Context: an optimization exercise on an open-source flow, tuned for small area, a short achievable clock period and few clock cycles. The choices shown serve that exercise and are no tape-out recipe. RTL that was checked went through simulation tests only; none was proved equivalent to the original. Power and IR drop assume default switching activity.

Design source_text_tokenizer_top, start of the top module:
module source_text_tokenizer_top (
  input  logic        clk_i,
  input  logic        rst_ni,
  input  logic        in_valid,
  output logic        in_ready,
  input  logic [7:0]  in_text_byte,
  input  logic        in_end_of_text,
  output logic        out_valid,
  input  logic        out_ready,
  output logic [5:0]  out_kind,
  output logic [23:0] out_start_offset,
  output logic [15:0] out_token_length,
  output logic [15:0] out_token_line,
  output logic [15:0] out_token_col,
  output logic [7:0]  out_string_byte,
  output logic        out_last
);
  logic       hv_q, sv_q;
  logic [7:0] hb_q, sb_q;
  logic       he_q, se_q;
  logic       take, go, done;
  assign in_ready = !sv_q;
  assign take = in_valid && !sv_q;
  assign go = hv_q && (!out_valid || out_ready);
  stt_core u_core (
    .clk_i, .rst_ni, .go_i(go), .out_ready_i(out_ready),
    .text_byte_i(hb_q), .end_of_text_i(he_q), .done_o(done),
    .out_valid_o(out_valid), .out_kind_o(out_kind), .out_off_o(out_start_offset),
    .out_len_o(out_token_length), .out_line_o(out_token_line), .out_col_o(out_token_col),
    .out_sb_o(out_string_byte), .out_last_o(out_last)
  );
  always_ff @(posedge clk_i or negedge rst_ni) begin
    if (!rst_ni) begin
      hv_q <= 1'b0; sv_q <= 1'b0;
    end else begin
      if (!hv_q || (go && done)) begin
        hv_q <= sv_q || take;
        sv_q <= sv_q && take;
      end else begin
        sv_q <= sv_q || take;
      end
    end
  end
  always_ff @(posedge clk_i) begin
    if (!hv_q || (go && done)) begin
      if (sv_q) begin
        hb_q <= sb_q; he_q <= se_q;
  ...
export LEC_CHECK = 0
export CAP_MARGIN = 20
export CORE_MARGIN = 2
export CORE_UTILIZATION = 30
export PLACE_DENSITY = 0.45
export SETUP_SLACK_MARGIN = 5
export SLEW_MARGIN = 20
create_clock -name core_clock -period 9.0 [get_ports {clk_i}]
run.sh (not shown) runs the stock make flow with config.mk's settings and CLKGATE_MAP_FILE= SYNTH_SCRIPT=/design/flow/synth_recipe.tcl, a recipe that flattens the netlist after the stock synthesis.
The starting point passed the timing, design-rule and antenna checks.
Testbench counts at the start, summed over its fixed seeds: cycles 24,327.
Next try:
--- a/flow/design.v
+++ b/flow/design.v
@@ -139,24 +139,20 @@
   output logic [7:0]  out_sb_o,
   output logic        out_last_o
 );
   localparam logic [1:0] LRun = 2'd3;
   logic [2:0]  mode_q, mode_d;
   logic [2:0]  pend_q, pend_d;
   logic        halt_q, halt_d;
-  logic [23:0] off_q;                
+  logic [23:0] off_q;
   logic [15:0] line_q, col_q;
-  logic        adv_q;                
-  logic        lastlf_q;             
-  logic [23:0] cur_off;              
-  logic [15:0] cur_line, cur_col;
   logic [23:0] p_off_q;              
   logic [15:0] p_line_q, p_col_q;
   logic [15:0] len_q, len_d;
-  logic        ppend_q;                     
+  logic        opsat_off_q, opsat_col_q;    
   logic [stt_pkg::NumKw-1:0] kwm_q, kwm_d;
   logic        ov_q;
   logic [5:0]  kind_q;
   logic [7:0]  sb_q;
   logic        last_q;
   logic [1:0]  lsel_q;
   logic [7:0]  c;
@@ -203,18 +199,14 @@
       "+":     single_kind = stt_pkg::KPlus;
       "-":     single_kind = stt_pkg::KMinus;
       "*":     single_kind = stt_pkg::KStar;
       default: begin single_kind = stt_pkg::KBadChar; is_single = 1'b0; end
     endcase
   end
   assign len_inc = (len_q != stt_pkg::LenMax) ? len_q + 16'd1 : len_q;
-  assign cur_off  = (adv_q && off_q != stt_pkg::OffMax) ? off_q + 24'd1 : off_q;
-  assign cur_line = (adv_q && lastlf_q && line_q != stt_pkg::PosMax) ? line_q + 16'd1 : line_q;
-  assign cur_col  = (adv_q && lastlf_q) ? 16'd1 :
-                    (adv_q && col_q != stt_pkg::PosMax) ? col_q + 16'd1 : col_q;
   stt_kw_match u_kw (
     .c_i(c), .len_i(len_q), .open_i(kw_open), .mask_i(kwm_q), .mask_o(kwm_d), .kind_o(kw_kind)
   );
   always_comb begin
     fall_res = 1'b1;
     fall_kind = single_kind;
     fall_len = 2'd1;
@@ -318,15 +310,15 @@
           end
           default: begin
             fall = 1'b1;
           end
         endcase
       end
     endcase
-    if (fall && close_res && (fall_res || (!eot && is_open && close_len == LRun))) begin
+    if (fall && close_res && (fall_res || (!eot && is_open))) begin
       split = 1'b1; more = fall_res;
       mode_d = stt_pkg::MIdle; pend_d = stt_pkg::PNone;
     end
     if (fall && !split) begin
       if (eot) begin
         mode_d = stt_pkg::MEnded;
       end else if (is_open) begin
@@ -345,41 +337,52 @@
       close_res = 1'b0; fall = 1'b0; split = 1'b0; open_run = 1'b0; hold_op = 1'b0;
     end
   end
   assign done_o = !split;
   assign emit = close_res || (fall && fall_res);
   assign advance = done_o && !eot && !halt_d && mode_q != stt_pkg::MEnded;
   logic [1:0]  pos_sel;
+  logic [23:0] op_off;
+  logic [15:0] op_col;
+  assign op_off = opsat_off_q ? off_q : off_q - 24'd1;
+  assign op_col = opsat_col_q ? col_q : col_q - 16'd1;
   assign pos_sel = close_res ? close_pos : stt_pkg::PosCur;
   always_ff @(posedge clk_i or negedge rst_ni) begin
     if (!rst_ni) begin
       mode_q <= stt_pkg::MIdle; pend_q <= stt_pkg::PNone; halt_q <= 1'b0;
-      off_q <= '0; line_q <= 16'd1; col_q <= 16'd1; adv_q <= 1'b0;
-      ov_q <= 1'b0; ppend_q <= 1'b0;
+      off_q <= '0; line_q <= 16'd1; col_q <= 16'd1;
+      ov_q <= 1'b0;
     end else begin
-      if (go_i) ppend_q <= open_run && emit;
       if (go_i) begin
         mode_q <= mode_d; pend_q <= pend_d; halt_q <= halt_d;
         if (advance) begin
-          off_q <= cur_off; line_q <= cur_line; col_q <= cur_col; adv_q <= 1'b1;
+          if (off_q != stt_pkg::OffMax) off_q <= off_q + 24'd1;
+          if (is_lf) begin
+            if (line_q != stt_pkg::PosMax) line_q <= line_q + 16'd1;
+            col_q <= 16'd1;
+          end else if (col_q != stt_pkg::PosMax) begin
+            col_q <= col_q + 16'd1;
+          end
         end
       end
       if (go_i) ov_q <= emit;
       else if (out_ready_i) ov_q <= 1'b0;
     end
   end
   always_ff @(posedge clk_i) begin
     if (go_i) begin
       len_q <= len_d;
       kwm_q <= kwm_d;
-      if (advance) lastlf_q <= is_lf;
-      if (emit && pos_sel == stt_pkg::PosCur || open_run && !emit) begin
-        p_off_q <= cur_off; p_line_q <= cur_line; p_col_q <= cur_col;
-      end else if (emit && pos_sel == stt_pkg::PosOp || ppend_q) begin
+      if (hold_op) begin
+        opsat_off_q <= off_q == stt_pkg::OffMax; opsat_col_q <= col_q == stt_pkg::PosMax;
+      end
+      if (open_run || (emit && pos_sel == stt_pkg::PosCur)) begin
         p_off_q <= off_q; p_line_q <= line_q; p_col_q <= col_q;
+      end else if (emit && pos_sel == stt_pkg::PosOp) begin
+        p_off_q <= op_off; p_line_q <= line_q; p_col_q <= op_col;
       end
       if (emit) begin
         kind_q <= close_res ? close_kind : fall_kind;
         lsel_q <= close_res ? close_len : fall_len;
         sb_q <= sb;
         last_q <= !more;
       end
After rerunning: Flip-flop and latch count falls by 1; worst setup slack loses 0.064 ns; combinational power rose to 3.3 times its value; count of clock-buffer cells in the layout is unchanged; total power is higher by 19%; critical path depth is higher by 1; maximum frequency goes down by 1.6%; cell count grows by 0.90%; die area came out higher by 1.1%.
Testbench counts after the change, summed over its fixed seeds: cycles 24,452.

Setup of red:
Another version of the RTL of source_text_tokenizer_top (not shown whole).
Size: ~1300 cells after synthesis, roughly 100 I/O pins, roughly 12000 µm² of cells after synthesis.
clock: 9.0 ns
lec_check: 0
cap_margin: 20
core_margin: 2
core_utilization: 60
place_density: 0.7
slew_margin: 20
standard.sh (not shown) runs the stock make flow with config.mk's settings and CLKGATE_MAP_FILE= SYNTH_SCRIPT=/design/flow/synth_recipe.tcl, a recipe that flattens the netlist after the stock synthesis.
==> flow/flow/run.sh <==
#!/bin/bash
set -euo pipefail
export BUFFER_PORTS_ARGS="-buffer_cell sky130_fd_sc_hd__buf_1"
export CTS_ARGS="-sink_clustering_enable -repair_clock_nets -dont_use_dummy_load -buf_list sky130_fd_sc_hd__clkbuf_8 -sink_buffer_max_cap_derate 0.6"
export SETUP_SLACK_MARGIN=5.65
bash standard.sh > standard_flow.log 2>&1
Testbench counts of red, summed over its fixed seeds: cycles 24,327.
The inputs of orange differ from those of red as listed below.
--- a/flow/design.v
+++ b/flow/design.v
@@ -265,18 +265,17 @@
         end else begin
           close_res = 1'b1; close_kind = kw_kind; close_len = LRun;
           mode_d = stt_pkg::MIdle; fall = 1'b1;
         end
       end
       stt_pkg::MNumber, stt_pkg::MFraction: begin
         if (pend_q == stt_pkg::PDot) begin
           if (!eot && is_digit) begin
-            len_d = (len_q < 16'hFFFE) ? len_q + 16'd2 : stt_pkg::LenMax;
-            mode_d = stt_pkg::MFraction; pend_d = stt_pkg::PNone;
+            len_d = len_inc; mode_d = stt_pkg::MFraction; pend_d = stt_pkg::PNone; split = 1'b1;
           end else begin
             close_res = 1'b1; close_kind = stt_pkg::KNumber; close_len = LRun;
             mode_d = stt_pkg::MIdle; pend_d = stt_pkg::PDot; split = 1'b1; more = 1'b1;
           end
         end else if (!eot && is_digit) begin
           len_d = len_inc;
         end else if (!eot && is_dot && mode_q == stt_pkg::MNumber) begin
           pend_d = stt_pkg::PDot; hold_op = 1'b1;
--- outcome ---
Looking at starting density of the core, orange sits 0.38 points above red.
Comparing chip width for orange and red, the smaller number came from orange.
Compared with red, orange shows synthesized area lower by about 2.6%.
Compared with red, the detailed router inserted fewer vias in orange.
The cell at the slowest stage of the critical path comes out sky130_fd_sc_hd__or4b_4 in one run and sky130_fd_sc_hd__or2_2 in the other, namely in red and orange respectively.
| die area | higher: red |
Testbench counts of orange, summed over its fixed seeds: cycles 24,429.

source_text_tokenizer_top, a different RTL version from the one above (not shown whole).
For scale: ~1300 cells after synthesis, roughly 200 flip-flops, ~100 I/O pins, roughly 12000 um2 of cells after synthesis.
==> flow/config.mk <==
export PLATFORM = sky130hd
export DESIGN_NAME = source_text_tokenizer_top
export DESIGN_NICKNAME = source_text_tokenizer_top
export VERILOG_FILES = /design/flow/design.v
export SDC_FILE = /design/flow/constraint.sdc
export NUM_CORES = 4
export LEC_CHECK = 0
export CAP_MARGIN = 20
export CORE_MARGIN = 2
export CORE_UTILIZATION = 60
export PLACE_DENSITY = 0.7
export SLEW_MARGIN = 20
==> flow/constraint.sdc <==
create_clock -name core_clock -period 9.0 [get_ports {clk_i}]
set_input_delay 1.8000 -clock core_clock [delete_from_list [all_inputs] [get_ports {clk_i}]]
set_output_delay 1.8000 -clock core_clock [all_outputs]
set_load 0.01 [all_outputs]
==> flow/flow/run.sh <==
#!/bin/bash
set -euo pipefail
export BUFFER_PORTS_ARGS="-buffer_cell sky130_fd_sc_hd__buf_1"
export CTS_ARGS="-sink_clustering_enable -repair_clock_nets -dont_use_dummy_load -buf_list sky130_fd_sc_hd__clkbuf_8 -sink_buffer_max_cap_derate 0.6"
export SETUP_SLACK_MARGIN=5.5
bash standard.sh > standard_flow.log 2>&1
==> next run, changes <==
--- a/flow/design.v
+++ b/flow/design.v
@@ -199,32 +199,26 @@
       "}":     single_kind = stt_pkg::KRBrace;
       ";":     single_kind = stt_pkg::KSemi;
       ",":     single_kind = stt_pkg::KComma;
       ".":     single_kind = stt_pkg::KDot;
       "+":     single_kind = stt_pkg::KPlus;
       "-":     single_kind = stt_pkg::KMinus;
       "*":     single_kind = stt_pkg::KStar;
       default: begin single_kind = stt_pkg::KBadChar; is_single = 1'b0; end
     endcase
   end
   assign len_inc = (len_q != stt_pkg::LenMax) ? len_q + 16'd1 : len_q;
-  always_comb begin
-    logic c;
-    c = adv_q && off_q != stt_pkg::OffMax;
-    for (int i = 0; i < 24; i++) begin cur_off[i] = off_q[i] ^ c; c = c & off_q[i]; end
-    c = adv_q && lastlf_q && line_q != stt_pkg::PosMax;
-    for (int i = 0; i < 16; i++) begin cur_line[i] = line_q[i] ^ c; c = c & line_q[i]; end
-    c = adv_q && col_q != stt_pkg::PosMax;
-    for (int i = 0; i < 16; i++) begin cur_col[i] = col_q[i] ^ c; c = c & col_q[i]; end
-    if (adv_q && lastlf_q) cur_col = 16'd1;
-  end
+  assign cur_off  = (adv_q && off_q != stt_pkg::OffMax) ? off_q + 24'd1 : off_q;
+  assign cur_line = (adv_q && lastlf_q && line_q != stt_pkg::PosMax) ? line_q + 16'd1 : line_q;
+  assign cur_col  = (adv_q && lastlf_q) ? 16'd1 :
+                    (adv_q && col_q != stt_pkg::PosMax) ? col_q + 16'd1 : col_q;
   stt_kw_match u_kw (
     .c_i(c), .len_i(len_q), .open_i(kw_open), .mask_i(kwm_q), .mask_o(kwm_d), .kind_o(kw_kind)
   );
   always_comb begin
     fall_res = 1'b1;
     fall_kind = single_kind;
     fall_len = 2'd1;
     if (eot) begin
       fall_kind = stt_pkg::KEnd; fall_len = 2'd0;
     end else if (is_blank || is_open || is_hold) begin
       fall_res = 1'b0;
@@ -355,38 +349,37 @@
   assign emit = close_res || (fall && fall_res);
   assign advance = done_o && !eot && !halt_d && mode_q != stt_pkg::MEnded;
   logic [1:0]  pos_sel;
   assign pos_sel = close_res ? close_pos : stt_pkg::PosCur;
   logic p_load, p_from_last;
   assign p_load = (emit && pos_sel != stt_pkg::PosRun) || (open_run && !emit) || ppend_q;
   assign p_from_last = ppend_q || (mode_q == stt_pkg::MIdle && pend_q != stt_pkg::PNone);
   always_ff @(posedge clk_i or negedge rst_ni) begin
     if (!rst_ni) begin
       mode_q <= stt_pkg::MIdle; pend_q <= stt_pkg::PNone; halt_q <= 1'b0;
       off_q <= '0; line_q <= 16'd1; col_q <= 16'd1; adv_q <= 1'b0;
-      ov_q <= 1'b0; ppend_q <= 1'b0;
+      ov_q <= 1'b0; ppend_q <= 1'b0; len_q <= '0;
     end else begin
       if (go_i) ppend_q <= open_run && emit;
       if (go_i) begin
-        mode_q <= mode_d; pend_q <= pend_d; halt_q <= halt_d;
+        mode_q <= mode_d; pend_q <= pend_d; halt_q <= halt_d; len_q <= len_d;
         if (advance) begin
           off_q <= cur_off; line_q <= cur_line; col_q <= cur_col; adv_q <= 1'b1;
         end
       end
       if (go_i) ov_q <= emit;
       else if (out_ready_i) ov_q <= 1'b0;
     end
   end
   always_ff @(posedge clk_i) begin
     if (go_i) begin
-      len_q <= len_d;
       kwm_q <= kwm_d;
       if (advance) lastlf_q <= is_lf;
       if (p_load) begin
         p_off_q  <= p_from_last ? off_q  : cur_off;
         p_line_q <= p_from_last ? line_q : cur_line;
         p_col_q  <= p_from_last ? col_q  : cur_col;
       end
       if (emit) begin
         kind_q <= close_res ? close_kind : fall_kind;
         lsel_q <= close_res ? close_len : fall_len;
         sb_q <= sb;
The new run completed with no timing, DRC or antenna violations. Sequential power climbs by about 5%. Cell area drops by 9.3%. Power climbs by 4.3%. Count of clock-buffer cells in the layout does not change. Global-route usage drops by 0.42 points. Die area drops by 2.0%.
No functional check of the RTL was part of any run of this note.

## static timing again, ports no longer ideal
No port has a modelled driver above. Below, the same layouts with a new extraction and two added sets of constraints. Step 1, drivers: a clkbuf_16 drives clk_i and a buf_2 each remaining input, both assumed. Step 2, shift: input delay + t, output delay - t, t = (earliest + latest rising clock arrival at the registers) / 2. This alone moves slack from input paths to output paths. a / b / c = ideal / step 1 / step 2; a / b = the first two.
run | t (ns) | slack for setup (ns) | hold slack, ns | worst setup path at the end | worst slew at a driven data input, ns
the first run of note 1 | 0.502 | 5.152 / 5.152 / 4.711 | 0.493 / 0.493 / 0.493 | input to register | 0.04
the second run of note 1 | 0.508 | 5.089 / 5.089 / 4.626 | 0.457 / 0.457 / 0.457 | input to register | 0.04
red | 0.500 | 5.664 / 5.664 / 5.207 | 0.521 / 0.521 / 0.521 | input to register | 0.03
orange | 0.506 | 5.699 / 5.699 / 5.209 | 0.510 / 0.510 / 0.510 | input to register | 0.03
the first run of note 3 | 0.510 | 3.622 / 3.622 / 3.622 | 0.545 / 0.545 / 0.545 | register to register | 0.03
the second run of note 3 | 0.509 | 5.485 / 5.483 / 5.074 | 0.511 / 0.511 / 0.511 | input to register | 0.03
After both steps setup and hold are still met in every run listed. For orange, which loses most, drivers alone change the setup slack by 0.000 ns; drivers and shift together by -0.490 ns.
